What follows belongs to an exercise in optimizing a design on an open flow for small area, a short achievable clock period and few clock cycles per item; a production flow would make more cautious choices. Only simulation tests tie the RTL to the original design; equivalence was not proved. Power and IR drop assume default switching activity.

Setup of alpha:
// ring_buffer_deque
module ring_buffer_deque (
	input  logic         clk,
	input  logic         arst_n,
	input  logic         req_valid,
	output logic         req_stall,
	input  logic [40:0]  req,
	output logic         rsp_valid,
	input  logic         rsp_stall,
	output logic [105:0] rsp
);
==> flow/config.mk <==
export PLATFORM = sky130hd
export DESIGN_NAME = ring_buffer_deque
export DESIGN_NICKNAME = ring_buffer_deque
export VERILOG_FILES = /design/flow/design.v
export SDC_FILE = /design/flow/constraint.sdc
export NUM_CORES = 4
export LEC_CHECK = 0
export CAP_MARGIN = 20
export CORE_MARGIN = 2
export CORE_UTILIZATION = 30
export CTS_BUF_LIST = sky130_fd_sc_hd__clkbuf_8
export SLEW_MARGIN = 20
==> flow/constraint.sdc <==
create_clock -name core_clock -period 7.0 [get_ports {clk}]
set_input_delay 1.4000 -clock core_clock [delete_from_list [all_inputs] [get_ports {clk}]]
set_output_delay 1.4000 -clock core_clock [all_outputs]
set_load 0.01 [all_outputs]
standard.sh (not shown) runs the stock make flow with config.mk's settings and CLKGATE_MAP_FILE= SYNTH_SCRIPT=/design/flow/synth_recipe.tcl, a recipe that flattens the netlist after the stock synthesis.
==> flow/flow/run.sh <==
#!/bin/bash
# Standard ORFS layout, with timing repair aimed below the clock period only
# after placement (clock tree and global route stages). Each step's full
# output goes to a log file of its own in the work folder.
set -euo pipefail
MARGIN=$(cat flow/margin.txt)
bash standard.sh synth > log_synth.txt 2>&1
bash standard.sh floorplan > log_floorplan.txt 2>&1
bash standard.sh place > log_place.txt 2>&1
SETUP_SLACK_MARGIN=$MARGIN bash standard.sh cts > log_cts.txt 2>&1
SETUP_SLACK_MARGIN=$MARGIN bash standard.sh route > log_route.txt 2>&1
bash standard.sh finish > log_finish.txt 2>&1
==> flow/flow/margin.txt <==
3.9
alpha: PASS, flow complete, no timing, DRC or antenna violations
Testbench counts of alpha, summed over its fixed seeds: cycles 12,016, items 12,000.
Input changes introduced in beta (baseline for comparison: alpha):
- CTS_CLUSTER_SIZE: unset -> 24
- CTS_CLUSTER_DIAMETER: unset -> 80
- CTS_BUF_LIST: sky130_fd_sc_hd__clkbuf_8 -> unset
### Flow results
Every run in the comparison, beta and alpha, completed the flow with a clean layout. Looking at signal arrival time at the worst endpoint, beta sits below alpha. alpha was routed with more vias than beta. Post-cts gate resize count down 317 in beta wrt alpha. The final reports for beta and alpha show share of power burned in the clock network lower in the former. Delta (beta minus alpha): layout overhead on the synthesized area moved down, global-route usage moved down, maximum frequency level, count of clock-buffer cells in the layout moved down. The register-to-register slack on alpha is in line with that on beta. Sort beta and alpha by routed wire length, ascending, and beta comes first.
--- input diff beta..gamma ---
- a deleted CTS_CLUSTER_SIZE that had been 24
- a change of CORE_UTILIZATION from 30 to 50
- a deleted CTS_CLUSTER_DIAMETER that had been 80
- Delta (gamma minus beta): post-DP HPWL moved down, via count moved down, number of global-route vias before repair moved down, count of clock-buffer cells in the layout moved up, power after layout moved up.
- In the metrics for beta and gamma, the one carrying the lower clock network power share is beta.
- On total number of cells along the worst setup path: gamma sits below beta.
- Re final-layout non-clock buffer area share: gamma is 1.5 points down on beta.
- gamma was carried through to the last stage, and its layout satisfied the timing, design-rule and antenna checks.
- The run showing the greater final RePlAce weighted congestion is beta.
For delta, these inputs were changed with respect to gamma:
- CORE_UTILIZATION now 40, was 50
- For delta and gamma, there was not a single run that failed to finish clean.
- Looking at die area across delta and gamma, the one that comes out lower is gamma.
- | global-route usage | delta vs gamma | 6.4 points lower |
- Per the comparison of delta with gamma, share of power burned in combinational logic +0.7 points; via count has remained practically unchanged; ratio of final minimum period to clock period saw an increase; standby leakage power increased by 0.70% relative to the old numbers.
- Cmp delta and gamma / sequential share of layout area / higher: gamma

ring_buffer_deque, a different RTL version from the one above (not shown whole).
For scale: ~2200 flip-flops, ~150 I/O pins, roughly 0.10 mm2 of cells after synthesis.
export LEC_CHECK = 0
export CAP_MARGIN = 20
export CORE_MARGIN = 2
export CORE_UTILIZATION = 60
export SLEW_MARGIN = 20
create_clock -name core_clock -period 7.0 [get_ports {clk}]
Scripts as last shown in full above: flow/flow/run.sh, flow/flow/margin.txt
The starting point ran to the end with no violations.
Testbench counts at the start, summed over its fixed seeds: cycles 12,016, items 12,000.
Rerun with:
--- a/flow/config.mk
+++ b/flow/config.mk
@@ -9,3 +9,3 @@
 export CORE_MARGIN = 2
-export CORE_UTILIZATION = 60
+export CORE_UTILIZATION = 40
 export SLEW_MARGIN = 20
Result: First-iteration DRC count fell by 8.1%; combinational power grows by about 8%; sequential power is about the same; maximum frequency goes up by 0.52%; wire length went up by 4.1%; register-to-register slack is better by 0.02 ns; setup slack improved by 0.017 ns.

what the ideal ports hide:
Ports are ideal in the flow. The routed layouts listed here were re-timed in OpenROAD.
Step 1, drivers: a clkbuf_16 drives clk and a buf_2 each remaining input, both assumed.
Step 2, shift: input delay + t, output delay - t, t = (earliest + latest rising clock arrival at the registers) / 2. This alone moves slack from input paths to output paths.
Three values: ideal, step 1, step 2; two values: the first two.
run | t, ns | setup WS [ns] | hold slack, ns | clock arrival spread, ns | worst register clock-pin slew, ns
alpha | 1.159 | 3.680 / 3.680 / 2.766 | 0.420 / 0.420 / 0.420 | 0.089 / 0.089 | 0.08 / 0.08
beta | 0.985 | 3.677 / 3.677 / 2.978 | 0.426 / 0.426 / 0.426 | 0.088 / 0.088 | 0.11 / 0.11
gamma | 0.978 | 3.795 / 3.795 / 2.970 | 0.420 / 0.420 / 0.420 | 0.040 / 0.040 | 0.07 / 0.07
delta | 0.998 | 3.770 / 3.770 / 2.937 | 0.425 / 0.425 / 0.425 | 0.083 / 0.083 | 0.07 / 0.07
the first run of note 2 | 0.965 | 3.690 / 3.690 / 3.031 | 0.419 / 0.419 / 0.419 | 0.046 / 0.046 | 0.07 / 0.07
the second run of note 2 | 0.993 | 3.707 / 3.707 / 2.970 | 0.420 / 0.420 / 0.420 | 0.061 / 0.062 | 0.07 / 0.07
After both steps setup and hold are still met in every run listed. The setup slack of alpha, which loses most, moves by 0.000 ns with the drivers and by -0.914 ns with both steps.
